This design comes from an exercise in tuning for small area, a short achievable clock period and few clock cycles on the open sky130 flow, not from production work. Function was not checked in any run shown here: the RTL went through the layout flow alone. Power is estimated from default activity; no workload was simulated.

## flow/design.v (module list and top-level ports; edited modules follow where they fit)
// module mac_sat_21: 952 lines
// module csa_fa: 10 lines
// module csa_ha: 9 lines
// module w21_col_mac_seq: 55 lines
module w21_col_mac_seq (
    input  logic                    clk,
    input  logic                    rst,
    input  logic                    start,
    output logic [ADDR_W-1:0]       adrs_clm,
    input  logic signed [D_W-1:0]   w_in,
    input  logic signed [D_W-1:0]   x_in,
    output logic                    busy,
    output logic                    done,
    output logic signed [D_W-1:0]   result
);
  // ...
==> flow/run.sh <==
#!/bin/bash
# synth_recipe.tcl (not shown) runs the flow's synth.tcl, then flattens the netlist and writes it again
# the make line also repeats each setting of config.mk as NAME=value (left out here)
make -C /OpenROAD-flow-scripts/flow DESIGN_CONFIG=/design/flow/config.mk WORK_HOME=/design/flow/orfs CLKGATE_MAP_FILE= SYNTH_SCRIPT=/design/flow/synth_recipe.tcl finish
==> flow/config.mk <==
export PLATFORM = sky130hd
export DESIGN_NAME = w21_col_mac_seq
export DESIGN_NICKNAME = w21_col_mac_seq
export VERILOG_FILES = /design/flow/design.v
export SDC_FILE = /design/flow/constraint.sdc
export NUM_CORES = 4
export LEC_CHECK = 0
export ABC_CLOCK_PERIOD_IN_PS = 3000
export CAP_MARGIN = 20
export CORE_MARGIN = 2
export CORE_UTILIZATION = 40
export SETUP_SLACK_MARGIN = 5
export SLEW_MARGIN = 20
export SYNTH_HIERARCHICAL = 1
==> flow/constraint.sdc <==
create_clock -name core_clock -period 9.0 [get_ports {clk}]
set_input_delay 1.8000 -clock core_clock [delete_from_list [all_inputs] [get_ports {clk}]]
set_output_delay 1.8000 -clock core_clock [all_outputs]
set_load 0.01 [all_outputs]
==> run summary, run 1 <==
* Multi-input gates at 1405
* N_diodes at 0
* Endpoint type of the worst setup path: flip-flop
* Status: finished clean
* RSZ-0062 raised after global routing: no
* Critical Path AT at 4.33 ns
* Net count after synthesis at 2116
* Ys Warns at 8
* Max-area cell class: multi-input combinational cells
* Final setup TNS at 0 ns
* Post-CTS Setup Repair Bufs at 6
* Filler cells at 4214
* CP startpoint kind: flip-flop
* Multi-input logic area at 13700 sq um
* Register bit count reported by yosys at 187
* R2r setup slk at 5.05 ns
* Synth Area in Compound Gates at 17.4%
* Max clock buf depth at 2
* Clk tree area frac at a little under 3%
* Fraction of area in multi-input gates at 68.2%
* Leakage at 7.46 nW
* HP Start: last$_DFF_PP0_
* Top_reg_cell synth: dfxtp_1
* CP Buf/Inv Count at 0
* Max reg flops at 50
* Number of port buffers at 76
* Tcrit/Tclk final at 43.9%
* Hold Crit Class: reg -> reg
* Max-Cap Viols at 0
* Final Hold Violating Endpoints at 0
* Hold path cells at 0
* Area added between synthesis and finish at 11.1%
* Pwr Density at 452 nW/um^2
* Post-Synth Simple-Gate Area at 11.5%
* Max incr delay on CP at approximately 0.72 ns
* Reg clk slew, reported paths at around 0.070 ns
* Clk network pwr share at 8.7%
* Die Ht at between 200 and 250 um
* Setup Viol. Count Final at 0
* Ys async rst share at 7.49%
* Root Driver: clkbuf_16
==> run 2, diff against run 1 <==
--- a/flow/design.v
+++ b/flow/design.v
@@ -18,2 +18,4 @@
 );
+    localparam int TREE_W = 42;
+    localparam logic [ACC_W-TREE_W-1:0] K_UP = 8'd56;
     logic signed [D_W-1:0] w_q;
@@ -21,4 +23,7 @@
     logic [NDIG-1:0] one_d, two_d, neg_d;
-    logic [ACC_W-1:0] acc_a, acc_b;
-    logic [ACC_W-1:0] nxt_a, nxt_b;
+    logic [ACC_W-1:0] acc_a;
+    logic [TREE_W-1:0] acc_b;
+    logic [ACC_W-1:0] nxt_a;
+    logic [TREE_W-1:0] nxt_b;
+    logic [ACC_W-TREE_W-1:0] up_in;
     logic [ACC_W-1:0] sum;
@@ -549,18 +554,2 @@
     logic c524;
-    logic s525;
-    logic c526;
-    logic s527;
-    logic c528;
-    logic s529;
-    logic c530;
-    logic s531;
-    logic c532;
-    logic s533;
-    logic c534;
-    logic s535;
-    logic c536;
-    logic s537;
-    logic c538;
-    logic s539;
-    logic c540;
     assign x_ext = {x_in[D_W-1], x_in};
@@ -580,10 +569,10 @@
     csa_fa u_s5 (.a(neg_q[1]), .b((acc_a[2] & ~first)), .c((acc_b[2] & ~first)), .s(s5), .co(c6));
-    csa_fa u_s7 (.a((((one_q[0] & w_q[2]) | (two_q[0] & w_q[1])) ^ neg_q[0])), .b((((one_q[1] & w_q[0]) | (two_q[1] & 1'b0)) ^ neg_q[1])), .c(s5), .s(s7), .co(c8));
-    csa_fa u_s9 (.a((acc_a[3] & ~first)), .b((acc_b[3] & ~first)), .c(c6), .s(s9), .co(c10));
-    csa_fa u_s11 (.a((((one_q[0] & w_q[3]) | (two_q[0] & w_q[2])) ^ neg_q[0])), .b((((one_q[1] & w_q[1]) | (two_q[1] & w_q[0])) ^ neg_q[1])), .c(c8), .s(s11), .co(c12));
+    csa_fa u_s7 (.a((((one_q[0] & w_q[2]) | (two_q[0] & w_q[1])) ^ neg_q[0])), .b((((one_q[1] & w_q[0]) | (two_q[1] & 1'b0)) ^ neg_q[1])), .c(c4), .s(s7), .co(c8));
+    csa_fa u_s9 (.a((acc_a[3] & ~first)), .b((acc_b[3] & ~first)), .c((((one_q[0] & w_q[3]) | (two_q[0] & w_q[2])) ^ neg_q[0])), .s(s9), .co(c10));
+    csa_fa u_s11 (.a((((one_q[1] & w_q[1]) | (two_q[1] & w_q[0])) ^ neg_q[1])), .b(c6), .c(s9), .s(s11), .co(c12));
     csa_fa u_s13 (.a(neg_q[2]), .b((acc_a[4] & ~first)), .c((acc_b[4] & ~first)), .s(s13), .co(c14));
     csa_fa u_s15 (.a((((one_q[0] & w_q[4]) | (two_q[0] & w_q[3])) ^ neg_q[0])), .b((((one_q[1] & w_q[2]) | (two_q[1] & w_q[1])) ^ neg_q[1])), .c((((one_q[2] & w_q[0]) | (two_q[2] & 1'b0)) ^ neg_q[2])), .s(s15), .co(c16));
-    csa_fa u_s17 (.a(s13), .b(c10), .c(s15), .s(s17), .co(c18));
-    csa_fa u_s19 (.a((acc_a[5] & ~first)), .b((acc_b[5] & ~first)), .c(c14), .s(s19), .co(c20));
-    csa_fa u_s21 (.a((((one_q[0] & w_q[5]) | (two_q[0] & w_q[4])) ^ neg_q[0])), .b((((one_q[1] & w_q[3]) | (two_q[1] & w_q[2])) ^ neg_q[1])), .c((((one_q[2] & w_q[1]) | (two_q[2] & w_q[0])) ^ neg_q[2])), .s(s21), .co(c22));
+    csa_fa u_s17 (.a(c10), .b(s13), .c(s15), .s(s17), .co(c18));
+    csa_fa u_s19 (.a((acc_a[5] & ~first)), .b((acc_b[5] & ~first)), .c((((one_q[0] & w_q[5]) | (two_q[0] & w_q[4])) ^ neg_q[0])), .s(s19), .co(c20));
+    csa_fa u_s21 (.a((((one_q[1] & w_q[3]) | (two_q[1] & w_q[2])) ^ neg_q[1])), .b((((one_q[2] & w_q[1]) | (two_q[2] & w_q[0])) ^ neg_q[2])), .c(c14), .s(s21), .co(c22));
     csa_fa u_s23 (.a(c16), .b(s19), .c(s21), .s(s23), .co(c24));
@@ -591,18 +580,18 @@
     csa_fa u_s27 (.a((((one_q[0] & w_q[6]) | (two_q[0] & w_q[5])) ^ neg_q[0])), .b((((one_q[1] & w_q[4]) | (two_q[1] & w_q[3])) ^ neg_q[1])), .c((((one_q[2] & w_q[2]) | (two_q[2] & w_q[1])) ^ neg_q[2])), .s(s27), .co(c28));
-    csa_fa u_s29 (.a((((one_q[3] & w_q[0]) | (two_q[3] & 1'b0)) ^ neg_q[3])), .b(s25), .c(c20), .s(s29), .co(c30));
-    csa_fa u_s31 (.a(c22), .b(s27), .c(s29), .s(s31), .co(c32));
-    csa_fa u_s33 (.a((acc_a[7] & ~first)), .b((acc_b[7] & ~first)), .c(c26), .s(s33), .co(c34));
-    csa_fa u_s35 (.a((((one_q[0] & w_q[7]) | (two_q[0] & w_q[6])) ^ neg_q[0])), .b((((one_q[1] & w_q[5]) | (two_q[1] & w_q[4])) ^ neg_q[1])), .c((((one_q[2] & w_q[3]) | (two_q[2] & w_q[2])) ^ neg_q[2])), .s(s35), .co(c36));
-    csa_fa u_s37 (.a((((one_q[3] & w_q[1]) | (two_q[3] & w_q[0])) ^ neg_q[3])), .b(c28), .c(c30), .s(s37), .co(c38));
-    csa_fa u_s39 (.a(s33), .b(s35), .c(c32), .s(s39), .co(c40));
+    csa_fa u_s29 (.a((((one_q[3] & w_q[0]) | (two_q[3] & 1'b0)) ^ neg_q[3])), .b(c20), .c(s25), .s(s29), .co(c30));
+    csa_fa u_s31 (.a(s27), .b(c22), .c(s29), .s(s31), .co(c32));
+    csa_fa u_s33 (.a((acc_a[7] & ~first)), .b((acc_b[7] & ~first)), .c((((one_q[0] & w_q[7]) | (two_q[0] & w_q[6])) ^ neg_q[0])), .s(s33), .co(c34));
+    csa_fa u_s35 (.a((((one_q[1] & w_q[5]) | (two_q[1] & w_q[4])) ^ neg_q[1])), .b((((one_q[2] & w_q[3]) | (two_q[2] & w_q[2])) ^ neg_q[2])), .c((((one_q[3] & w_q[1]) | (two_q[3] & w_q[0])) ^ neg_q[3])), .s(s35), .co(c36));
+    csa_fa u_s37 (.a(c26), .b(c28), .c(s33), .s(s37), .co(c38));
+    csa_fa u_s39 (.a(s35), .b(c30), .c(s37), .s(s39), .co(c40));
     csa_fa u_s41 (.a(neg_q[4]), .b((acc_a[8] & ~first)), .c((acc_b[8] & ~first)), .s(s41), .co(c42));
     csa_fa u_s43 (.a((((one_q[0] & w_q[8]) | (two_q[0] & w_q[7])) ^ neg_q[0])), .b((((one_q[1] & w_q[6]) | (two_q[1] & w_q[5])) ^ neg_q[1])), .c((((one_q[2] & w_q[4]) | (two_q[2] & w_q[3])) ^ neg_q[2])), .s(s43), .co(c44));
-    csa_fa u_s45 (.a((((one_q[3] & w_q[2]) | (two_q[3] & w_q[1])) ^ neg_q[3])), .b((((one_q[4] & w_q[0]) | (two_q[4] & 1'b0)) ^ neg_q[4])), .c(s41), .s(s45), .co(c46));
-    csa_fa u_s47 (.a(c34), .b(c36), .c(s43), .s(s47), .co(c48));
-    csa_fa u_s49 (.a(s45), .b(c38), .c(s47), .s(s49), .co(c50));
-    csa_fa u_s51 (.a((acc_a[9] & ~first)), .b((acc_b[9] & ~first)), .c(c42), .s(s51), .co(c52));
-    csa_fa u_s53 (.a((((one_q[0] & w_q[9]) | (two_q[0] & w_q[8])) ^ neg_q[0])), .b((((one_q[1] & w_q[7]) | (two_q[1] & w_q[6])) ^ neg_q[1])), .c((((one_q[2] & w_q[5]) | (two_q[2] & w_q[4])) ^ neg_q[2])), .s(s53), .co(c54));
-    csa_fa u_s55 (.a((((one_q[3] & w_q[3]) | (two_q[3] & w_q[2])) ^ neg_q[3])), .b((((one_q[4] & w_q[1]) | (two_q[4] & w_q[0])) ^ neg_q[4])), .c(c44), .s(s55), .co(c56));
-    csa_fa u_s57 (.a(c46), .b(s51), .c(s53), .s(s57), .co(c58));
-    csa_fa u_s59 (.a(c48), .b(s55), .c(s57), .s(s59), .co(c60));
+    csa_fa u_s45 (.a((((one_q[3] & w_q[2]) | (two_q[3] & w_q[1])) ^ neg_q[3])), .b((((one_q[4] & w_q[0]) | (two_q[4] & 1'b0)) ^ neg_q[4])), .c(c34), .s(s45), .co(c46));
+    csa_fa u_s47 (.a(c36), .b(s41), .c(s43), .s(s47), .co(c48));
+    csa_fa u_s49 (.a(c38), .b(s45), .c(s47), .s(s49), .co(c50));
+    csa_fa u_s51 (.a((acc_a[9] & ~first)), .b((acc_b[9] & ~first)), .c((((one_q[0] & w_q[9]) | (two_q[0] & w_q[8])) ^ neg_q[0])), .s(s51), .co(c52));
+    csa_fa u_s53 (.a((((one_q[1] & w_q[7]) | (two_q[1] & w_q[6])) ^ neg_q[1])), .b((((one_q[2] & w_q[5]) | (two_q[2] & w_q[4])) ^ neg_q[2])), .c((((one_q[3] & w_q[3]) | (two_q[3] & w_q[2])) ^ neg_q[3])), .s(s53), .co(c54));
+    csa_fa u_s55 (.a((((one_q[4] & w_q[1]) | (two_q[4] & w_q[0])) ^ neg_q[4])), .b(c42), .c(c44), .s(s55), .co(c56));
+    csa_fa u_s57 (.a(s51), .b(s53), .c(c46), .s(s57), .co(c58));
+    csa_fa u_s59 (.a(s55), .b(c48), .c(s57), .s(s59), .co(c60));
     csa_fa u_s61 (.a(neg_q[5]), .b((acc_a[10] & ~first)), .c((acc_b[10] & ~first)), .s(s61), .co(c62));
@@ -610,10 +599,10 @@
     csa_fa u_s65 (.a((((one_q[3] & w_q[4]) | (two_q[3] & w_q[3])) ^ neg_q[3])), .b((((one_q[4] & w_q[2]) | (two_q[4] & w_q[1])) ^ neg_q[4])), .c((((one_q[5] & w_q[0]) | (two_q[5] & 1'b0)) ^ neg_q[5])), .s(s65), .co(c66));
-    csa_fa u_s67 (.a(s61), .b(c52), .c(c54), .s(s67), .co(c68));
+    csa_fa u_s67 (.a(c52), .b(c54), .c(s61), .s(s67), .co(c68));
     csa_fa u_s69 (.a(s63), .b(s65), .c(c56), .s(s69), .co(c70));
     csa_fa u_s71 (.a(c58), .b(s67), .c(s69), .s(s71), .co(c72));
-    csa_fa u_s73 (.a((acc_a[11] & ~first)), .b((acc_b[11] & ~first)), .c(c62), .s(s73), .co(c74));
-    csa_fa u_s75 (.a((((one_q[0] & w_q[11]) | (two_q[0] & w_q[10])) ^ neg_q[0])), .b((((one_q[1] & w_q[9]) | (two_q[1] & w_q[8])) ^ neg_q[1])), .c((((one_q[2] & w_q[7]) | (two_q[2] & w_q[6])) ^ neg_q[2])), .s(s75), .co(c76));
-    csa_fa u_s77 (.a((((one_q[3] & w_q[5]) | (two_q[3] & w_q[4])) ^ neg_q[3])), .b((((one_q[4] & w_q[3]) | (two_q[4] & w_q[2])) ^ neg_q[4])), .c((((one_q[5] & w_q[1]) | (two_q[5] & w_q[0])) ^ neg_q[5])), .s(s77), .co(c78));
+    csa_fa u_s73 (.a((acc_a[11] & ~first)), .b((acc_b[11] & ~first)), .c((((one_q[0] & w_q[11]) | (two_q[0] & w_q[10])) ^ neg_q[0])), .s(s73), .co(c74));
+    csa_fa u_s75 (.a((((one_q[1] & w_q[9]) | (two_q[1] & w_q[8])) ^ neg_q[1])), .b((((one_q[2] & w_q[7]) | (two_q[2] & w_q[6])) ^ neg_q[2])), .c((((one_q[3] & w_q[5]) | (two_q[3] & w_q[4])) ^ neg_q[3])), .s(s75), .co(c76));
+    csa_fa u_s77 (.a((((one_q[4] & w_q[3]) | (two_q[4] & w_q[2])) ^ neg_q[4])), .b((((one_q[5] & w_q[1]) | (two_q[5] & w_q[0])) ^ neg_q[5])), .c(c62), .s(s77), .co(c78));
     csa_fa u_s79 (.a(c64), .b(c66), .c(s73), .s(s79), .co(c80));
-    csa_fa u_s81 (.a(s75), .b(s77), .c(c68), .s(s81), .co(c82));
+    csa_fa u_s81 (.a(s75), .b(c68), .c(s77), .s(s81), .co(c82));
     csa_fa u_s83 (.a(c70), .b(s79), .c(s81), .s(s83), .co(c84));
@@ -622,12 +611,12 @@
     csa_fa u_s89 (.a((((one_q[3] & w_q[6]) | (two_q[3] & w_q[5])) ^ neg_q[3])), .b((((one_q[4] & w_q[4]) | (two_q[4] & w_q[3])) ^ neg_q[4])), .c((((one_q[5] & w_q[2]) | (two_q[5] & w_q[1])) ^ neg_q[5])), .s(s89), .co(c90));
-    csa_fa u_s91 (.a((((one_q[6] & w_q[0]) | (two_q[6] & 1'b0)) ^ neg_q[6])), .b(s85), .c(c74), .s(s91), .co(c92));
-    csa_fa u_s93 (.a(c76), .b(c78), .c(s87), .s(s93), .co(c94));
-    csa_fa u_s95 (.a(s89), .b(s91), .c(c80), .s(s95), .co(c96));
-    csa_fa u_s97 (.a(c82), .b(s93), .c(s95), .s(s97), .co(c98));
-    csa_fa u_s99 (.a((acc_a[13] & ~first)), .b((acc_b[13] & ~first)), .c(c86), .s(s99), .co(c100));
-    csa_fa u_s101 (.a((((one_q[0] & w_q[13]) | (two_q[0] & w_q[12])) ^ neg_q[0])), .b((((one_q[1] & w_q[11]) | (two_q[1] & w_q[10])) ^ neg_q[1])), .c((((one_q[2] & w_q[9]) | (two_q[2] & w_q[8])) ^ neg_q[2])), .s(s101), .co(c102));
-    csa_fa u_s103 (.a((((one_q[3] & w_q[7]) | (two_q[3] & w_q[6])) ^ neg_q[3])), .b((((one_q[4] & w_q[5]) | (two_q[4] & w_q[4])) ^ neg_q[4])), .c((((one_q[5] & w_q[3]) | (two_q[5] & w_q[2])) ^ neg_q[5])), .s(s103), .co(c104));
-    csa_fa u_s105 (.a((((one_q[6] & w_q[1]) | (two_q[6] & w_q[0])) ^ neg_q[6])), .b(c88), .c(c90), .s(s105), .co(c106));
-    csa_fa u_s107 (.a(c92), .b(s99), .c(s101), .s(s107), .co(c108));
-    csa_fa u_s109 (.a(s103), .b(c94), .c(s105), .s(s109), .co(c110));
+    csa_fa u_s91 (.a((((one_q[6] & w_q[0]) | (two_q[6] & 1'b0)) ^ neg_q[6])), .b(c74), .c(c76), .s(s91), .co(c92));
+    csa_fa u_s93 (.a(s85), .b(s87), .c(s89), .s(s93), .co(c94));
+    csa_fa u_s95 (.a(c78), .b(c80), .c(s91), .s(s95), .co(c96));
+    csa_fa u_s97 (.a(s93), .b(c82), .c(s95), .s(s97), .co(c98));
+    csa_fa u_s99 (.a((acc_a[13] & ~first)), .b((acc_b[13] & ~first)), .c((((one_q[0] & w_q[13]) | (two_q[0] & w_q[12])) ^ neg_q[0])), .s(s99), .co(c100));
+    csa_fa u_s101 (.a((((one_q[1] & w_q[11]) | (two_q[1] & w_q[10])) ^ neg_q[1])), .b((((one_q[2] & w_q[9]) | (two_q[2] & w_q[8])) ^ neg_q[2])), .c((((one_q[3] & w_q[7]) | (two_q[3] & w_q[6])) ^ neg_q[3])), .s(s101), .co(c102));
+    csa_fa u_s103 (.a((((one_q[4] & w_q[5]) | (two_q[4] & w_q[4])) ^ neg_q[4])), .b((((one_q[5] & w_q[3]) | (two_q[5] & w_q[2])) ^ neg_q[5])), .c((((one_q[6] & w_q[1]) | (two_q[6] & w_q[0])) ^ neg_q[6])), .s(s103), .co(c104));
+    csa_fa u_s105 (.a(c86), .b(c88), .c(c90), .s(s105), .co(c106));
+    csa_fa u_s107 (.a(s99), .b(s101), .c(s103), .s(s107), .co(c108));
+    csa_fa u_s109 (.a(c92), .b(s105), .c(c94), .s(s109), .co(c110));
     csa_fa u_s111 (.a(s107), .b(c96), .c(s109), .s(s111), .co(c112));
@@ -636,13 +625,13 @@
     csa_fa u_s117 (.a((((one_q[3] & w_q[8]) | (two_q[3] & w_q[7])) ^ neg_q[3])), .b((((one_q[4] & w_q[6]) | (two_q[4] & w_q[5])) ^ neg_q[4])), .c((((one_q[5] & w_q[4]) | (two_q[5] & w_q[3])) ^ neg_q[5])), .s(s117), .co(c118));
-    csa_fa u_s119 (.a((((one_q[6] & w_q[2]) | (two_q[6] & w_q[1])) ^ neg_q[6])), .b((((one_q[7] & w_q[0]) | (two_q[7] & 1'b0)) ^ neg_q[7])), .c(s113), .s(s119), .co(c120));
-    csa_fa u_s121 (.a(c100), .b(c102), .c(c104), .s(s121), .co(c122));
-    csa_fa u_s123 (.a(s115), .b(s117), .c(s119), .s(s123), .co(c124));
-    csa_fa u_s125 (.a(c106), .b(c108), .c(s121), .s(s125), .co(c126));
-    csa_fa u_s127 (.a(s123), .b(c110), .c(s125), .s(s127), .co(c128));
-    csa_fa u_s129 (.a((acc_a[15] & ~first)), .b((acc_b[15] & ~first)), .c(c114), .s(s129), .co(c130));
-    csa_fa u_s131 (.a((((one_q[0] & w_q[15]) | (two_q[0] & w_q[14])) ^ neg_q[0])), .b((((one_q[1] & w_q[13]) | (two_q[1] & w_q[12])) ^ neg_q[1])), .c((((one_q[2] & w_q[11]) | (two_q[2] & w_q[10])) ^ neg_q[2])), .s(s131), .co(c132));
-    csa_fa u_s133 (.a((((one_q[3] & w_q[9]) | (two_q[3] & w_q[8])) ^ neg_q[3])), .b((((one_q[4] & w_q[7]) | (two_q[4] & w_q[6])) ^ neg_q[4])), .c((((one_q[5] & w_q[5]) | (two_q[5] & w_q[4])) ^ neg_q[5])), .s(s133), .co(c134));
-    csa_fa u_s135 (.a((((one_q[6] & w_q[3]) | (two_q[6] & w_q[2])) ^ neg_q[6])), .b((((one_q[7] & w_q[1]) | (two_q[7] & w_q[0])) ^ neg_q[7])), .c(c116), .s(s135), .co(c136));
-    csa_fa u_s137 (.a(c118), .b(c120), .c(s129), .s(s137), .co(c138));
-    csa_fa u_s139 (.a(s131), .b(s133), .c(c122), .s(s139), .co(c140));
+    csa_fa u_s119 (.a((((one_q[6] & w_q[2]) | (two_q[6] & w_q[1])) ^ neg_q[6])), .b((((one_q[7] & w_q[0]) | (two_q[7] & 1'b0)) ^ neg_q[7])), .c(c100), .s(s119), .co(c120));
+    csa_fa u_s121 (.a(c102), .b(c104), .c(s113), .s(s121), .co(c122));
+    csa_fa u_s123 (.a(s115), .b(s117), .c(c106), .s(s123), .co(c124));
+    csa_fa u_s125 (.a(s119), .b(c108), .c(s121), .s(s125), .co(c126));
+    csa_fa u_s127 (.a(c110), .b(s123), .c(s125), .s(s127), .co(c128));
+    csa_fa u_s129 (.a((acc_a[15] & ~first)), .b((acc_b[15] & ~first)), .c((((one_q[0] & w_q[15]) | (two_q[0] & w_q[14])) ^ neg_q[0])), .s(s129), .co(c130));
+    csa_fa u_s131 (.a((((one_q[1] & w_q[13]) | (two_q[1] & w_q[12])) ^ neg_q[1])), .b((((one_q[2] & w_q[11]) | (two_q[2] & w_q[10])) ^ neg_q[2])), .c((((one_q[3] & w_q[9]) | (two_q[3] & w_q[8])) ^ neg_q[3])), .s(s131), .co(c132));
+    csa_fa u_s133 (.a((((one_q[4] & w_q[7]) | (two_q[4] & w_q[6])) ^ neg_q[4])), .b((((one_q[5] & w_q[5]) | (two_q[5] & w_q[4])) ^ neg_q[5])), .c((((one_q[6] & w_q[3]) | (two_q[6] & w_q[2])) ^ neg_q[6])), .s(s133), .co(c134));
+    csa_fa u_s135 (.a((((one_q[7] & w_q[1]) | (two_q[7] & w_q[0])) ^ neg_q[7])), .b(c114), .c(c116), .s(s135), .co(c136));
+    csa_fa u_s137 (.a(c118), .b(s129), .c(s131), .s(s137), .co(c138));
+    csa_fa u_s139 (.a(s133), .b(c120), .c(c122), .s(s139), .co(c140));
     csa_fa u_s141 (.a(s135), .b(c124), .c(s137), .s(s141), .co(c142));
@@ -653,15 +642,15 @@
     csa_fa u_s151 (.a((((one_q[6] & w_q[4]) | (two_q[6] & w_q[3])) ^ neg_q[6])), .b((((one_q[7] & w_q[2]) | (two_q[7] & w_q[1])) ^ neg_q[7])), .c((((one_q[8] & w_q[0]) | (two_q[8] & 1'b0)) ^ neg_q[8])), .s(s151), .co(c152));
-    csa_fa u_s153 (.a(s145), .b(c130), .c(c132), .s(s153), .co(c154));
-    csa_fa u_s155 (.a(c134), .b(s147), .c(s149), .s(s155), .co(c156));
-    csa_fa u_s157 (.a(s151), .b(c136), .c(c138), .s(s157), .co(c158));
-    csa_fa u_s159 (.a(s153), .b(c140), .c(s155), .s(s159), .co(c160));
+    csa_fa u_s153 (.a(c130), .b(c132), .c(c134), .s(s153), .co(c154));
+    csa_fa u_s155 (.a(s145), .b(s147), .c(s149), .s(s155), .co(c156));
+    csa_fa u_s157 (.a(s151), .b(c136), .c(s153), .s(s157), .co(c158));
+    csa_fa u_s159 (.a(c138), .b(c140), .c(s155), .s(s159), .co(c160));
     csa_fa u_s161 (.a(c142), .b(s157), .c(s159), .s(s161), .co(c162));
-    csa_fa u_s163 (.a((acc_a[17] & ~first)), .b((acc_b[17] & ~first)), .c(c146), .s(s163), .co(c164));
-    csa_fa u_s165 (.a((((one_q[0] & w_q[17]) | (two_q[0] & w_q[16])) ^ neg_q[0])), .b((((one_q[1] & w_q[15]) | (two_q[1] & w_q[14])) ^ neg_q[1])), .c((((one_q[2] & w_q[13]) | (two_q[2] & w_q[12])) ^ neg_q[2])), .s(s165), .co(c166));
-    csa_fa u_s167 (.a((((one_q[3] & w_q[11]) | (two_q[3] & w_q[10])) ^ neg_q[3])), .b((((one_q[4] & w_q[9]) | (two_q[4] & w_q[8])) ^ neg_q[4])), .c((((one_q[5] & w_q[7]) | (two_q[5] & w_q[6])) ^ neg_q[5])), .s(s167), .co(c168));
-    csa_fa u_s169 (.a((((one_q[6] & w_q[5]) | (two_q[6] & w_q[4])) ^ neg_q[6])), .b((((one_q[7] & w_q[3]) | (two_q[7] & w_q[2])) ^ neg_q[7])), .c((((one_q[8] & w_q[1]) | (two_q[8] & w_q[0])) ^ neg_q[8])), .s(s169), .co(c170));
+    csa_fa u_s163 (.a((acc_a[17] & ~first)), .b((acc_b[17] & ~first)), .c((((one_q[0] & w_q[17]) | (two_q[0] & w_q[16])) ^ neg_q[0])), .s(s163), .co(c164));
+    csa_fa u_s165 (.a((((one_q[1] & w_q[15]) | (two_q[1] & w_q[14])) ^ neg_q[1])), .b((((one_q[2] & w_q[13]) | (two_q[2] & w_q[12])) ^ neg_q[2])), .c((((one_q[3] & w_q[11]) | (two_q[3] & w_q[10])) ^ neg_q[3])), .s(s165), .co(c166));
+    csa_fa u_s167 (.a((((one_q[4] & w_q[9]) | (two_q[4] & w_q[8])) ^ neg_q[4])), .b((((one_q[5] & w_q[7]) | (two_q[5] & w_q[6])) ^ neg_q[5])), .c((((one_q[6] & w_q[5]) | (two_q[6] & w_q[4])) ^ neg_q[6])), .s(s167), .co(c168));
+    csa_fa u_s169 (.a((((one_q[7] & w_q[3]) | (two_q[7] & w_q[2])) ^ neg_q[7])), .b((((one_q[8] & w_q[1]) | (two_q[8] & w_q[0])) ^ neg_q[8])), .c(c146), .s(s169), .co(c170));
     csa_fa u_s171 (.a(c148), .b(c150), .c(c152), .s(s171), .co(c172));
     csa_fa u_s173 (.a(s163), .b(s165), .c(s167), .s(s173), .co(c174));
-    csa_fa u_s175 (.a(s169), .b(c154), .c(s171), .s(s175), .co(c176));
-    csa_fa u_s177 (.a(c156), .b(c158), .c(s173), .s(s177), .co(c178));
+    csa_fa u_s175 (.a(c154), .b(s169), .c(s171), .s(s175), .co(c176));
+    csa_fa u_s177 (.a(c156), .b(s173), .c(c158), .s(s177), .co(c178));
     csa_fa u_s179 (.a(c160), .b(s175), .c(s177), .s(s179), .co(c180));
@@ -671,18 +660,18 @@
     csa_fa u_s187 (.a((((one_q[6] & w_q[6]) | (two_q[6] & w_q[5])) ^ neg_q[6])), .b((((one_q[7] & w_q[4]) | (two_q[7] & w_q[3])) ^ neg_q[7])), .c((((one_q[8] & w_q[2]) | (two_q[8] & w_q[1])) ^ neg_q[8])), .s(s187), .co(c188));
-    csa_fa u_s189 (.a((((one_q[9] & w_q[0]) | (two_q[9] & 1'b0)) ^ neg_q[9])), .b(s181), .c(c164), .s(s189), .co(c190));
-    csa_fa u_s191 (.a(c166), .b(c168), .c(c170), .s(s191), .co(c192));
-    csa_fa u_s193 (.a(s183), .b(s185), .c(s187), .s(s193), .co(c194));
-    csa_fa u_s195 (.a(s189), .b(c172), .c(s191), .s(s195), .co(c196));
-    csa_fa u_s197 (.a(c174), .b(s193), .c(c176), .s(s197), .co(c198));
-    csa_fa u_s199 (.a(c178), .b(s195), .c(s197), .s(s199), .co(c200));
-    csa_fa u_s201 (.a((acc_a[19] & ~first)), .b((acc_b[19] & ~first)), .c(c182), .s(s201), .co(c202));
-    csa_fa u_s203 (.a((((one_q[0] & w_q[19]) | (two_q[0] & w_q[18])) ^ neg_q[0])), .b((((one_q[1] & w_q[17]) | (two_q[1] & w_q[16])) ^ neg_q[1])), .c((((one_q[2] & w_q[15]) | (two_q[2] & w_q[14])) ^ neg_q[2])), .s(s203), .co(c204));
-    csa_fa u_s205 (.a((((one_q[3] & w_q[13]) | (two_q[3] & w_q[12])) ^ neg_q[3])), .b((((one_q[4] & w_q[11]) | (two_q[4] & w_q[10])) ^ neg_q[4])), .c((((one_q[5] & w_q[9]) | (two_q[5] & w_q[8])) ^ neg_q[5])), .s(s205), .co(c206));
-    csa_fa u_s207 (.a((((one_q[6] & w_q[7]) | (two_q[6] & w_q[6])) ^ neg_q[6])), .b((((one_q[7] & w_q[5]) | (two_q[7] & w_q[4])) ^ neg_q[7])), .c((((one_q[8] & w_q[3]) | (two_q[8] & w_q[2])) ^ neg_q[8])), .s(s207), .co(c208));
-    csa_fa u_s209 (.a((((one_q[9] & w_q[1]) | (two_q[9] & w_q[0])) ^ neg_q[9])), .b(c184), .c(c186), .s(s209), .co(c210));
-    csa_fa u_s211 (.a(c188), .b(c190), .c(s201), .s(s211), .co(c212));
-    csa_fa u_s213 (.a(s203), .b(s205), .c(s207), .s(s213), .co(c214));
-    csa_fa u_s215 (.a(c192), .b(s209), .c(c194), .s(s215), .co(c216));
-    csa_fa u_s217 (.a(s211), .b(s213), .c(c196), .s(s217), .co(c218));
-    csa_fa u_s219 (.a(c198), .b(s215), .c(s217), .s(s219), .co(c220));
+    csa_fa u_s189 (.a((((one_q[9] & w_q[0]) | (two_q[9] & 1'b0)) ^ neg_q[9])), .b(c164), .c(c166), .s(s189), .co(c190));
+    csa_fa u_s191 (.a(c168), .b(s181), .c(s183), .s(s191), .co(c192));
+    csa_fa u_s193 (.a(s185), .b(s187), .c(c170), .s(s193), .co(c194));
+    csa_fa u_s195 (.a(c172), .b(s189), .c(c174), .s(s195), .co(c196));
+    csa_fa u_s197 (.a(s191), .b(s193), .c(c176), .s(s197), .co(c198));
+    csa_fa u_s199 (.a(s195), .b(c178), .c(s197), .s(s199), .co(c200));
+    csa_fa u_s201 (.a((acc_a[19] & ~first)), .b((acc_b[19] & ~first)), .c((((one_q[0] & w_q[19]) | (two_q[0] & w_q[18])) ^ neg_q[0])), .s(s201), .co(c202));
+    csa_fa u_s203 (.a((((one_q[1] & w_q[17]) | (two_q[1] & w_q[16])) ^ neg_q[1])), .b((((one_q[2] & w_q[15]) | (two_q[2] & w_q[14])) ^ neg_q[2])), .c((((one_q[3] & w_q[13]) | (two_q[3] & w_q[12])) ^ neg_q[3])), .s(s203), .co(c204));
+    csa_fa u_s205 (.a((((one_q[4] & w_q[11]) | (two_q[4] & w_q[10])) ^ neg_q[4])), .b((((one_q[5] & w_q[9]) | (two_q[5] & w_q[8])) ^ neg_q[5])), .c((((one_q[6] & w_q[7]) | (two_q[6] & w_q[6])) ^ neg_q[6])), .s(s205), .co(c206));
+    csa_fa u_s207 (.a((((one_q[7] & w_q[5]) | (two_q[7] & w_q[4])) ^ neg_q[7])), .b((((one_q[8] & w_q[3]) | (two_q[8] & w_q[2])) ^ neg_q[8])), .c((((one_q[9] & w_q[1]) | (two_q[9] & w_q[0])) ^ neg_q[9])), .s(s207), .co(c208));
+    csa_fa u_s209 (.a(c182), .b(c184), .c(c186), .s(s209), .co(c210));
+    csa_fa u_s211 (.a(c188), .b(s201), .c(s203), .s(s211), .co(c212));
+    csa_fa u_s213 (.a(s205), .b(s207), .c(c190), .s(s213), .co(c214));
+    csa_fa u_s215 (.a(s209), .b(c192), .c(c194), .s(s215), .co(c216));
+    csa_fa u_s217 (.a(s211), .b(c196), .c(s213), .s(s217), .co(c218));
+    csa_fa u_s219 (.a(s215), .b(c198), .c(s217), .s(s219), .co(c220));
     csa_fa u_s221 (.a(neg_q[10]), .b((acc_a[20] & ~first)), .c((acc_b[20] & ~first)), .s(s221), .co(c222));
@@ -691,19 +680,19 @@
     csa_fa u_s227 (.a((((one_q[6] & w_q[8]) | (two_q[6] & w_q[7])) ^ neg_q[6])), .b((((one_q[7] & w_q[6]) | (two_q[7] & w_q[5])) ^ neg_q[7])), .c((((one_q[8] & w_q[4]) | (two_q[8] & w_q[3])) ^ neg_q[8])), .s(s227), .co(c228));
-    csa_fa u_s229 (.a((((one_q[9] & w_q[2]) | (two_q[9] & w_q[1])) ^ neg_q[9])), .b((((one_q[10] & w_q[0]) | (two_q[10] & 1'b0)) ^ neg_q[10])), .c(s221), .s(s229), .co(c230));
-    csa_fa u_s231 (.a(c202), .b(c204), .c(c206), .s(s231), .co(c232));
-    csa_fa u_s233 (.a(c208), .b(s223), .c(s225), .s(s233), .co(c234));
-    csa_fa u_s235 (.a(s227), .b(s229), .c(c210), .s(s235), .co(c236));
-    csa_fa u_s237 (.a(c212), .b(s231), .c(c214), .s(s237), .co(c238));
+    csa_fa u_s229 (.a((((one_q[9] & w_q[2]) | (two_q[9] & w_q[1])) ^ neg_q[9])), .b((((one_q[10] & w_q[0]) | (two_q[10] & 1'b0)) ^ neg_q[10])), .c(c202), .s(s229), .co(c230));
+    csa_fa u_s231 (.a(c204), .b(c206), .c(c208), .s(s231), .co(c232));
+    csa_fa u_s233 (.a(s221), .b(s223), .c(s225), .s(s233), .co(c234));
+    csa_fa u_s235 (.a(s227), .b(c210), .c(s229), .s(s235), .co(c236));
+    csa_fa u_s237 (.a(s231), .b(c212), .c(c214), .s(s237), .co(c238));
     csa_fa u_s239 (.a(s233), .b(c216), .c(s235), .s(s239), .co(c240));
     csa_fa u_s241 (.a(s237), .b(c218), .c(s239), .s(s241), .co(c242));
-    csa_fa u_s243 (.a((acc_a[21] & ~first)), .b((acc_b[21] & ~first)), .c(c222), .s(s243), .co(c244));
-    csa_fa u_s245 (.a(~(((one_q[0] & w_q[20]) | (two_q[0] & w_q[20])) ^ neg_q[0])), .b((((one_q[1] & w_q[19]) | (two_q[1] & w_q[18])) ^ neg_q[1])), .c((((one_q[2] & w_q[17]) | (two_q[2] & w_q[16])) ^ neg_q[2])), .s(s245), .co(c246));
-    csa_fa u_s247 (.a((((one_q[3] & w_q[15]) | (two_q[3] & w_q[14])) ^ neg_q[3])), .b((((one_q[4] & w_q[13]) | (two_q[4] & w_q[12])) ^ neg_q[4])), .c((((one_q[5] & w_q[11]) | (two_q[5] & w_q[10])) ^ neg_q[5])), .s(s247), .co(c248));
-    csa_fa u_s249 (.a((((one_q[6] & w_q[9]) | (two_q[6] & w_q[8])) ^ neg_q[6])), .b((((one_q[7] & w_q[7]) | (two_q[7] & w_q[6])) ^ neg_q[7])), .c((((one_q[8] & w_q[5]) | (two_q[8] & w_q[4])) ^ neg_q[8])), .s(s249), .co(c250));
-    csa_fa u_s251 (.a((((one_q[9] & w_q[3]) | (two_q[9] & w_q[2])) ^ neg_q[9])), .b((((one_q[10] & w_q[1]) | (two_q[10] & w_q[0])) ^ neg_q[10])), .c(c224), .s(s251), .co(c252));
-    csa_fa u_s253 (.a(c226), .b(c228), .c(c230), .s(s253), .co(c254));
-    csa_fa u_s255 (.a(s243), .b(s245), .c(s247), .s(s255), .co(c256));
-    csa_fa u_s257 (.a(s249), .b(c232), .c(s251), .s(s257), .co(c258));
-    csa_fa u_s259 (.a(s253), .b(c234), .c(c236), .s(s259), .co(c260));
-    csa_fa u_s261 (.a(s255), .b(c238), .c(s257), .s(s261), .co(c262));
+    csa_fa u_s243 (.a((acc_a[21] & ~first)), .b((acc_b[21] & ~first)), .c(~(((one_q[0] & w_q[20]) | (two_q[0] & w_q[20])) ^ neg_q[0])), .s(s243), .co(c244));
+    csa_fa u_s245 (.a((((one_q[1] & w_q[19]) | (two_q[1] & w_q[18])) ^ neg_q[1])), .b((((one_q[2] & w_q[17]) | (two_q[2] & w_q[16])) ^ neg_q[2])), .c((((one_q[3] & w_q[15]) | (two_q[3] & w_q[14])) ^ neg_q[3])), .s(s245), .co(c246));
+    csa_fa u_s247 (.a((((one_q[4] & w_q[13]) | (two_q[4] & w_q[12])) ^ neg_q[4])), .b((((one_q[5] & w_q[11]) | (two_q[5] & w_q[10])) ^ neg_q[5])), .c((((one_q[6] & w_q[9]) | (two_q[6] & w_q[8])) ^ neg_q[6])), .s(s247), .co(c248));
+    csa_fa u_s249 (.a((((one_q[7] & w_q[7]) | (two_q[7] & w_q[6])) ^ neg_q[7])), .b((((one_q[8] & w_q[5]) | (two_q[8] & w_q[4])) ^ neg_q[8])), .c((((one_q[9] & w_q[3]) | (two_q[9] & w_q[2])) ^ neg_q[9])), .s(s249), .co(c250));
+    csa_fa u_s251 (.a((((one_q[10] & w_q[1]) | (two_q[10] & w_q[0])) ^ neg_q[10])), .b(c222), .c(c224), .s(s251), .co(c252));
+    csa_fa u_s253 (.a(c226), .b(c228), .c(s243), .s(s253), .co(c254));
+    csa_fa u_s255 (.a(s245), .b(s247), .c(s249), .s(s255), .co(c256));
+    csa_fa u_s257 (.a(c230), .b(c232), .c(s251), .s(s257), .co(c258));
+    csa_fa u_s259 (.a(c234), .b(s253), .c(s255), .s(s259), .co(c260));
+    csa_fa u_s261 (.a(c236), .b(c238), .c(s257), .s(s261), .co(c262));
     csa_fa u_s263 (.a(s259), .b(c240), .c(s261), .s(s263), .co(c264));
@@ -717,3 +706,3 @@
     csa_fa u_s279 (.a(c254), .b(s273), .c(c256), .s(s279), .co(c280));
-    csa_fa u_s281 (.a(s275), .b(s277), .c(c258), .s(s281), .co(c282));
+    csa_fa u_s281 (.a(s275), .b(c258), .c(s277), .s(s281), .co(c282));
     csa_fa u_s283 (.a(c260), .b(s279), .c(c262), .s(s283), .co(c284));
@@ -737,3 +726,3 @@
     csa_fa u_s319 (.a(s309), .b(s311), .c(s313), .s(s319), .co(c320));
-    csa_fa u_s321 (.a(s315), .b(c296), .c(s317), .s(s321), .co(c322));
+    csa_fa u_s321 (.a(c296), .b(s315), .c(s317), .s(s321), .co(c322));
     csa_fa u_s323 (.a(c298), .b(c300), .c(s319), .s(s323), .co(c324));
@@ -745,8 +734,8 @@
     csa_fa u_s335 (.a((((one_q[9] & w_q[7]) | (two_q[9] & w_q[6])) ^ neg_q[9])), .b((((one_q[10] & w_q[5]) | (two_q[10] & w_q[4])) ^ neg_q[10])), .c(c310), .s(s335), .co(c336));
-    csa_fa u_s337 (.a(c312), .b(c314), .c(c316), .s(s337), .co(c338));
-    csa_fa u_s339 (.a(s329), .b(s331), .c(s333), .s(s339), .co(c340));
-    csa_fa u_s341 (.a(s335), .b(c318), .c(c320), .s(s341), .co(c342));
+    csa_fa u_s337 (.a(c312), .b(c314), .c(s329), .s(s337), .co(c338));
+    csa_fa u_s339 (.a(s331), .b(s333), .c(c316), .s(s339), .co(c340));
+    csa_fa u_s341 (.a(c318), .b(s335), .c(c320), .s(s341), .co(c342));
     csa_fa u_s343 (.a(s337), .b(s339), .c(c322), .s(s343), .co(c344));
-    csa_fa u_s345 (.a(c324), .b(s341), .c(s343), .s(s345), .co(c346));
-    csa_ha u_s347 (.a(c326), .b(s345), .s(s347), .co(c348));
+    csa_fa u_s345 (.a(c324), .b(s341), .c(c326), .s(s345), .co(c346));
+    csa_ha u_s347 (.a(s343), .b(s345), .s(s347), .co(c348));
     csa_fa u_s349 (.a((acc_a[26] | first)), .b((acc_b[26] & ~first)), .c((((one_q[3] & w_q[20]) | (two_q[3] & w_q[19])) ^ neg_q[3])), .s(s349), .co(c350));
@@ -755,4 +744,4 @@
     csa_fa u_s355 (.a((((one_q[10] & w_q[6]) | (two_q[10] & w_q[5])) ^ neg_q[10])), .b(c330), .c(c332), .s(s355), .co(c356));
-    csa_fa u_s357 (.a(c334), .b(c336), .c(s349), .s(s357), .co(c358));
-    csa_fa u_s359 (.a(s351), .b(s353), .c(c338), .s(s359), .co(c360));
+    csa_fa u_s357 (.a(c334), .b(s349), .c(s351), .s(s357), .co(c358));
+    csa_fa u_s359 (.a(s353), .b(c336), .c(c338), .s(s359), .co(c360));
     csa_fa u_s361 (.a(s355), .b(c340), .c(s357), .s(s361), .co(c362));
@@ -765,4 +754,4 @@
     csa_fa u_s375 (.a(c354), .b(s367), .c(s369), .s(s375), .co(c376));
-    csa_fa u_s377 (.a(s371), .b(c356), .c(c358), .s(s377), .co(c378));
-    csa_fa u_s379 (.a(s373), .b(c360), .c(s375), .s(s379), .co(c380));
+    csa_fa u_s377 (.a(s371), .b(c356), .c(s373), .s(s377), .co(c378));
+    csa_fa u_s379 (.a(c358), .b(c360), .c(s375), .s(s379), .co(c380));
     csa_fa u_s381 (.a(c362), .b(s377), .c(s379), .s(s381), .co(c382));
@@ -789,3 +778,3 @@
     csa_fa u_s423 (.a(c404), .b(c406), .c(s417), .s(s423), .co(c424));
-    csa_fa u_s425 (.a(s419), .b(s421), .c(c408), .s(s425), .co(c426));
+    csa_fa u_s425 (.a(s419), .b(c408), .c(s421), .s(s425), .co(c426));
     csa_fa u_s427 (.a(c410), .b(s423), .c(c412), .s(s427), .co(c428));
@@ -795,4 +784,4 @@
     csa_fa u_s435 (.a((((one_q[9] & w_q[13]) | (two_q[9] & w_q[12])) ^ neg_q[9])), .b((((one_q[10] & w_q[11]) | (two_q[10] & w_q[10])) ^ neg_q[10])), .c(c418), .s(s435), .co(c436));
-    csa_fa u_s437 (.a(c420), .b(c422), .c(s431), .s(s437), .co(c438));
-    csa_fa u_s439 (.a(s433), .b(s435), .c(c424), .s(s439), .co(c440));
+    csa_fa u_s437 (.a(c420), .b(s431), .c(s433), .s(s437), .co(c438));
+    csa_fa u_s439 (.a(c422), .b(c424), .c(s435), .s(s439), .co(c440));
     csa_fa u_s441 (.a(s437), .b(c426), .c(s439), .s(s441), .co(c442));
@@ -802,5 +791,5 @@
     csa_fa u_s449 (.a((((one_q[10] & w_q[12]) | (two_q[10] & w_q[11])) ^ neg_q[10])), .b(c432), .c(c434), .s(s449), .co(c450));
-    csa_fa u_s451 (.a(c436), .b(s445), .c(s447), .s(s451), .co(c452));
-    csa_fa u_s453 (.a(c438), .b(s449), .c(s451), .s(s453), .co(c454));
-    csa_fa u_s455 (.a(c440), .b(s453), .c(c442), .s(s455), .co(c456));
+    csa_fa u_s451 (.a(s445), .b(s447), .c(c436), .s(s451), .co(c452));
+    csa_fa u_s453 (.a(s449), .b(c438), .c(s451), .s(s453), .co(c454));
+    csa_fa u_s455 (.a(c440), .b(c442), .c(s453), .s(s455), .co(c456));
     csa_fa u_s457 (.a((acc_a[33] & ~first)), .b((acc_b[33] & ~first)), .c(~(((one_q[6] & w_q[20]) | (two_q[6] & w_q[20])) ^ neg_q[6])), .s(s457), .co(c458));
@@ -815,3 +804,3 @@
     csa_fa u_s475 (.a(s471), .b(c462), .c(c464), .s(s475), .co(c476));
-    csa_fa u_s477 (.a(s473), .b(c466), .c(s475), .s(s477), .co(c478));
+    csa_fa u_s477 (.a(s473), .b(s475), .c(c466), .s(s477), .co(c478));
     csa_fa u_s479 (.a((acc_a[35] & ~first)), .b((acc_b[35] & ~first)), .c(~(((one_q[7] & w_q[20]) | (two_q[7] & w_q[20])) ^ neg_q[7])), .s(s479), .co(c480));
@@ -823,11 +812,11 @@
     csa_fa u_s491 (.a((((one_q[9] & w_q[18]) | (two_q[9] & w_q[17])) ^ neg_q[9])), .b((((one_q[10] & w_q[16]) | (two_q[10] & w_q[15])) ^ neg_q[10])), .c(c480), .s(s491), .co(c492));
-    csa_fa u_s493 (.a(c482), .b(s489), .c(s491), .s(s493), .co(c494));
-    csa_fa u_s495 (.a(c484), .b(c486), .c(s493), .s(s495), .co(c496));
+    csa_fa u_s493 (.a(c482), .b(s489), .c(c484), .s(s493), .co(c494));
+    csa_fa u_s495 (.a(s491), .b(c486), .c(s493), .s(s495), .co(c496));
     csa_fa u_s497 (.a((acc_a[37] & ~first)), .b((acc_b[37] & ~first)), .c(~(((one_q[8] & w_q[20]) | (two_q[8] & w_q[20])) ^ neg_q[8])), .s(s497), .co(c498));
     csa_fa u_s499 (.a((((one_q[9] & w_q[19]) | (two_q[9] & w_q[18])) ^ neg_q[9])), .b((((one_q[10] & w_q[17]) | (two_q[10] & w_q[16])) ^ neg_q[10])), .c(c490), .s(s499), .co(c500));
-    csa_fa u_s501 (.a(c492), .b(s497), .c(s499), .s(s501), .co(c502));
+    csa_fa u_s501 (.a(s497), .b(c492), .c(s499), .s(s501), .co(c502));
     csa_ha u_s503 (.a(c494), .b(s501), .s(s503), .co(c504));
     csa_fa u_s505 (.a((acc_a[38] & ~first)), .b((acc_b[38] & ~first)), .c((((one_q[9] & w_q[20]) | (two_q[9] & w_q[19])) ^ neg_q[9])), .s(s505), .co(c506));
-    csa_fa u_s507 (.a((((one_q[10] & w_q[18]) | (two_q[10] & w_q[17])) ^ neg_q[10])), .b(c498), .c(c500), .s(s507), .co(c508));
-    csa_fa u_s509 (.a(s505), .b(c502), .c(s507), .s(s509), .co(c510));
+    csa_fa u_s507 (.a((((one_q[10] & w_q[18]) | (two_q[10] & w_q[17])) ^ neg_q[10])), .b(c498), .c(s505), .s(s507), .co(c508));
+    csa_fa u_s509 (.a(c500), .b(s507), .c(c502), .s(s509), .co(c510));
     csa_fa u_s511 (.a((acc_a[39] & ~first)), .b((acc_b[39] & ~first)), .c(~(((one_q[9] & w_q[20]) | (two_q[9] & w_q[20])) ^ neg_q[9])), .s(s511), .co(c512));
@@ -839,10 +828,2 @@
     csa_ha u_s523 (.a(c518), .b(s521), .s(s523), .co(c524));
-    csa_fa u_s525 (.a((acc_a[42] & ~first)), .b((acc_b[42] & ~first)), .c(c522), .s(s525), .co(c526));
-    csa_ha u_s527 (.a((acc_a[43] & ~first)), .b((acc_b[43] & ~first)), .s(s527), .co(c528));
-    csa_ha u_s529 (.a((acc_a[44] & ~first)), .b((acc_b[44] & ~first)), .s(s529), .co(c530));
-    csa_ha u_s531 (.a((acc_a[45] | first)), .b((acc_b[45] & ~first)), .s(s531), .co(c532));
-    csa_ha u_s533 (.a((acc_a[46] | first)), .b((acc_b[46] & ~first)), .s(s533), .co(c534));
-    csa_ha u_s535 (.a((acc_a[47] | first)), .b((acc_b[47] & ~first)), .s(s535), .co(c536));
-    csa_ha u_s537 (.a((acc_a[48] & ~first)), .b((acc_b[48] & ~first)), .s(s537), .co(c538));
-    csa_ha u_s539 (.a((acc_a[49] & ~first)), .b((acc_b[49] & ~first)), .s(s539), .co(c540));
     assign nxt_a[0] = s1;
@@ -851,5 +832,5 @@
     assign nxt_b[1] = s3;
-    assign nxt_a[2] = c4;
+    assign nxt_a[2] = s5;
     assign nxt_b[2] = s7;
-    assign nxt_a[3] = s9;
+    assign nxt_a[3] = c8;
     assign nxt_b[3] = s11;
@@ -861,3 +842,3 @@
     assign nxt_b[6] = s31;
-    assign nxt_a[7] = s37;
+    assign nxt_a[7] = c32;
     assign nxt_b[7] = s39;
@@ -901,4 +882,4 @@
     assign nxt_b[26] = s365;
-    assign nxt_a[27] = c366;
-    assign nxt_b[27] = s383;
+    assign nxt_a[27] = s383;
+    assign nxt_b[27] = c366;
     assign nxt_a[28] = c384;
@@ -917,12 +898,12 @@
     assign nxt_b[34] = s477;
-    assign nxt_a[35] = c478;
-    assign nxt_b[35] = s487;
-    assign nxt_a[36] = s495;
-    assign nxt_b[36] = c488;
-    assign nxt_a[37] = s503;
-    assign nxt_b[37] = c496;
+    assign nxt_a[35] = s487;
+    assign nxt_b[35] = c478;
+    assign nxt_a[36] = c488;
+    assign nxt_b[36] = s495;
+    assign nxt_a[37] = c496;
+    assign nxt_b[37] = s503;
     assign nxt_a[38] = c504;
     assign nxt_b[38] = s509;
-    assign nxt_a[39] = c510;
-    assign nxt_b[39] = s515;
+    assign nxt_a[39] = s515;
+    assign nxt_b[39] = c510;
     assign nxt_a[40] = c516;
@@ -931,19 +912,5 @@
     assign nxt_b[41] = c520;
-    assign nxt_a[42] = c524;
-    assign nxt_b[42] = s525;
-    assign nxt_a[43] = s527;
-    assign nxt_b[43] = c526;
-    assign nxt_a[44] = c528;
-    assign nxt_b[44] = s529;
-    assign nxt_a[45] = c530;
-    assign nxt_b[45] = s531;
-    assign nxt_a[46] = c532;
-    assign nxt_b[46] = s533;
-    assign nxt_a[47] = c534;
-    assign nxt_b[47] = s535;
-    assign nxt_a[48] = c536;
-    assign nxt_b[48] = s537;
-    assign nxt_a[49] = c538;
-    assign nxt_b[49] = s539;
-    assign sum = acc_a + acc_b;
+    assign up_in = first ? K_UP : acc_a[ACC_W-1:TREE_W];
+    assign nxt_a[ACC_W-1:TREE_W] = up_in + 8'(c522) + 8'(c524);
+    assign sum = acc_a + {{(ACC_W-TREE_W){1'b0}}, acc_b};
     always_ff @(posedge clk) begin
==> run 2 against run 1 <==
  * Synthesized area down 1.4%
  * Sequential cell count down 8
  * Critical path depth up 2
  * Synthesized cell count up 2.7%
  * Wire length up 3.6%
  * Worst hold slack worse by 0.0021 ns
  * Worst setup slack better by 0.069 ns
  * Final area down 1.1%
  * Final cell count up 0.72%
  * Fmax up 1.8%
  * Highest routed layer unchanged
==> run summary, run 2 <==
* Pwr Density at 453 nW/um^2 (was 452 nW/um^2)
* Reg2Reg Depth at 10 (was 8)
* Final HPWL DP at 37600 um (was 36800 um)
* Worst Path Max Fanout at 21 (unchanged)
* Sequential-to-total area share from yosys stat at 20.4% (was 21.0%)
* Crit path max-delay family: adder cells (unchanged)
* Reg clk slew, reported paths at 0.07 ns (about the same)
* RSZ-0062 raised after global routing: yes (was no)
* Hold buffer count at cts at 0 (unchanged)
* Max clock buf depth at 2 (unchanged)
* Ys async rst share at 7.82% (was 7.49%)
* Fin Clk Skew at 0.0139 ns (was 0.0153 ns)
* Count leader, synth: fa_1 (unchanged)
* Maximum VDD drop at 0.198 mV (was 0.218 mV)
* Cell Rows at 77 (was 78)
* Ys Warns at 8 (unchanged)
* CTS sink cnt at 179 (was 187)
* Ports at 77 (unchanged)
* Synth top area cells: fa_1 (28%), dfxtp_1 (18%), xnor2_1 (12%), a22oi_1 (8.5%), ha_1 (3.7%) (was fa_1 (28%), dfxtp_1 (19%), xnor2_1 (12%), a22oi_1 (8.4%), ha_1 (4.6%))
* R2R Path Start: u_mac.w_q[10]$_DFF_P_ (unchanged)
* Critical path cell sequence: buf_8 > a22oi_1 > xnor2_1 > fa_1 > fa_2 > fa_2 > fa_1 > fa_1 > fa_2 > fa_1 (was a22oi_1 > xnor2_1 > fa_1 > fa_1 > fa_1 > fa_1 > fa_1 > fa_1)
* Die Ht at 215 um (was 217 um)
* Hold path cells at 0 (unchanged)
* Critical Path AT at 4.24 ns (was 4.33 ns)
* Largest registers: u_mac.acc_a: 50 flops, u_mac.acc_b: 41 flops (was u_mac.acc_a: 50 flops, u_mac.acc_b: 49 flops)
* Endpoint type of the worst setup path: flip-flop (unchanged)
* Largest net degree at the start of global routing at 40 (was 31)
* N_diodes at 0 (unchanged)
* RR Endpoint: u_mac.acc_b[26]$_DFF_P_ (unchanged)
* CTS tree: built (unchanged)
* DRT iter0 DRCs at 1454 (was 1379)
* Net count after synthesis at 2150 (was 2116)
* Vias in the first global route at 14519 (was 14034)
* Post-route ant nets at 0 (unchanged)
* GRT Util Overall at 23.1% (was 22.5%)
* First-pass GRT wire length at 83600 um (was 81400 um)
* Top cell by count, worst path: fa_1 (unchanged)
* Setup Viol. Count Final at 0 (unchanged)
* Congestion Overflow GR at 0 (unchanged)
* CP startpoint kind: flip-flop (unchanged)
* Top sig layer: met4 (unchanged)
* Max reg flops at 50 (unchanged)
* Post-Syn Instances at 1800 (was 1753)
* Achievable Freq at 258 MHz (was 253 MHz)
* Max_slew headroom at 55.0% (was 53.2%)
* Final Hold Violating Endpoints at 0 (unchanged)
* Number of port buffers at 76 (unchanged)
* Max-Cap Viols at 0 (unchanged)
* Hold Crit Class: reg -> reg (unchanged)
* Register bit count reported by yosys at 179 (was 187)
* Fin nets at 2120 (was 2106)
* Data required, critical path at 9.36 ns (was 9.38 ns)
* H-tree levels at 4 (unchanged)
* Number of synthesized flops with an enable pin at 0 (unchanged)
* Commonest cells post-synth: fa_1 (252), xnor2_1 (248), a22oi_1 (202) (was fa_1 (252), xnor2_1 (246), a22oi_1 (202))
* Area added between synthesis and finish at 11.4% (was 11.1%)
* CP Buf/Inv Count at 1 (was 0)
* Max incr delay on CP at 0.48 ns (was 0.72 ns)
* Drt pass-1 iters at 6 (unchanged)
* Status: finished clean (unchanged)
* Total Power at 9.02 mW (was 9.10 mW)
* Total CTS buffers at 17 (unchanged)
* Via density at 5.89 (was 5.78)
* Post-route setup slack at 5.12 ns (was 5.05 ns)
* Root Driver: clkbuf_16 (unchanged)
* Most frequent cells in the layout: xnor2_1 (248), fa_1 (248), a22oi_1 (201) (was xnor2_1 (246), fa_1 (241), a22oi_1 (202))
* M1 WL at 23500 um (about the same)
* Tcrit/Tclk final at 43.1% (was 43.9%)
* Post-DR wirelength/cell at 22.4 um (was 21.8 um)
* Full die area at 46400 sq um (was 47100 sq um)
* Routability Congestion at 0.899 (was 0.872)
* Number of remaining DRC errors at 0 (unchanged)
* Met3 WL at 4930 um (was 4680 um)
* Hold endpoint: fin$_DFF_PP0_ (unchanged)
* Syn_area_per_cell at 9.94 sq um (was 10.3 sq um)
* Share of layout cells above drive strength 1 at 8.03% (was 9.97%)
* Fin crit period at 3.88 ns (was 3.95 ns)
* Count of different cell masters after synthesis at 70 (was 89)
* Initial antenna violation count at 0 (unchanged)
* Max-slew violation count at 0 (unchanged)
* Clk Latency, worst-skew pair at 0.48 ns (was 0.50 ns)
* Vias post-DR at 13961 (was 13601)
* Final setup TNS at 0 ns (unchanged)
* Met2 WL at 23500 um (was 22200 um)
* Initial Util at 40.5% (was 40.2%)
* CP Class: reg -> reg (unchanged)
* R2r setup slk at 5.12 ns (was 5.05 ns)
* Top cell type's share of synthesized area at 28.2% (was 27.8%)
* Routed wire length at 53200 um (was 51400 um)
* Worst Tran Pin Value at 0.667 ns (was 0.702 ns)
* HP Start: last$_DFF_PP0_ (unchanged)
* Leakage at 7.31 nW (was 7.46 nW)
* Critical path's slowest cell: fa_1 (was dfxtp_2)
* Overall die width at 215 um (was 217 um)
* Mapped cell area at 17900 sq um (was 18100 sq um)
* Most flops, register: u_mac.acc_a (unchanged)
* Core area at 44200 sq um (was 45100 sq um)
* Setup WS pre-CTS at 4.42 ns (was 4.15 ns)
* Top_reg_cell synth: dfxtp_1 (unchanged)
* Top cell type by total area after synthesis: fa_1 (unchanged)
[run 2: cell families after synthesis]
logic type	synth area share, %
AOI/OAI and AO/OA	16.8
and+or+nand+nor	12.5
adders and majority gates	31.9
xor gates and xnor gates	13.9
buffers and inverters	4.28
DFF	20.4
muxes	0.231
[run 2: worst max-delay path by stage]
stage / start / to / slack (ns) / cells past startpoint
global placement: first$_DFF_PP0_ / u_mac.acc_b[22]$_DFF_P_ / 4.46 / 9
floorplan: u_mac.neg_q[2]$_DFF_P_ / u_mac.acc_b[26]$_DFF_P_ / 5.03 / 10
detailed placement: u_mac.two_q[1]$_DFF_P_ / u_mac.acc_b[26]$_DFF_P_ / 4.42 / 9
global route: u_mac.acc_a[30]$_DFF_P_ / u_mac.result[1]$_SDFF_PP0_ / 4.99 / 12
CTS: u_mac.w_q[18]$_DFF_P_ / u_mac.acc_b[26]$_DFF_P_ / 5.01 / 10
finish: u_mac.w_q[10]$_DFF_P_ / u_mac.acc_b[26]$_DFF_P_ / 5.12 / 10
[run 2: what timing repair did]
action / CTS / global route
setup buffers: 3 / 13
gates cloned: 1 / 0
resized for setup: 70 / 20
setup endpoints to repair: 56 / 28
pin swaps: 1 / 2
[run 2: area by class of cell]
| cell class | count | area (sq um) |
|---|---|---|
| clock inverters | 9 | 156 |
| inverters | 18 | 67.6 |
| clock buffers | 20 | 457 |
| multi-input cells | 1434 | 13500 |
| well taps | 592 | 741 |
| fillers | 4208 | 24300 |
| repair buffers | 120 | 1200 |
| flip-flops and latches | 179 | 3770 |
[run 2: metrics by stage]
stage	cell area [sq um]	utilization, %	hold WS (ns)	instances
2_1_floorplan	17900	-	0.420	1800
3_3_place_gp	18900	42.8	0.444	2326
3_5_place_dp	18900	42.8	0.440	2326
4_1_cts	19700	44.7	0.455	2359
5_1_grt	19900	45.0	0.473	2372
6_report	19900	45.0	0.455	2372
[run 2: layer usage]
metal	vias to the layer above	track usage [%]
li1	6151	-
met1	6950	32.4
met2	751	34.9
met3	109	6.02
met4	0	7.36
met5	-	0
[run 2: Yosys stat by module, one instance, submodules excluded]
| module | flops+latches | times used |
|---|---|---|
| csa_fa | 0 | 251 |
| csa_ha | 0 | 11 |
| mac_sat_21 | 165 | 1 |
| w21_col_mac_seq | 14 | 1 |
[run 2: where the power goes]
group          switching (mW)  internal, mW
clock network           0.332         0.474
registers               0.275          1.23
logic                    3.77          2.94
[run 2: worst reg2reg max path, stage by stage, from the launching register on]
cell and delay, ns:
dfxtp_1 0.35, buf_8 0.22, a22oi_1 0.15, xnor2_1 0.18, fa_1 0.43, fa_2 0.37
fa_2 0.38, fa_1 0.48, fa_1 0.40, fa_2 0.36, fa_1 0.45

[re-timing with driven ports]
The flow's constraints put no driver on any port. The routed layouts listed below were extracted and timed again, unchanged, in two steps. Step 1, drivers: a clkbuf_16 drives clk and a buf_2 each remaining input, both assumed. Step 2 moves the port delays by t, midway between the first and last clock arrival at a register: inputs arrive t later, outputs are due t later. That takes back most of the time a late clock gives input paths. Three values: ideal, step 1, step 2; two values: the first two.
run	t (ns)	setup WS [ns]	pins driven straight from the clock port
run 1	0.542	5.052 / 5.052 / 5.052	1
run 2	0.533	5.121 / 5.121 / 5.121	1
After both steps every run listed still meets setup and hold.
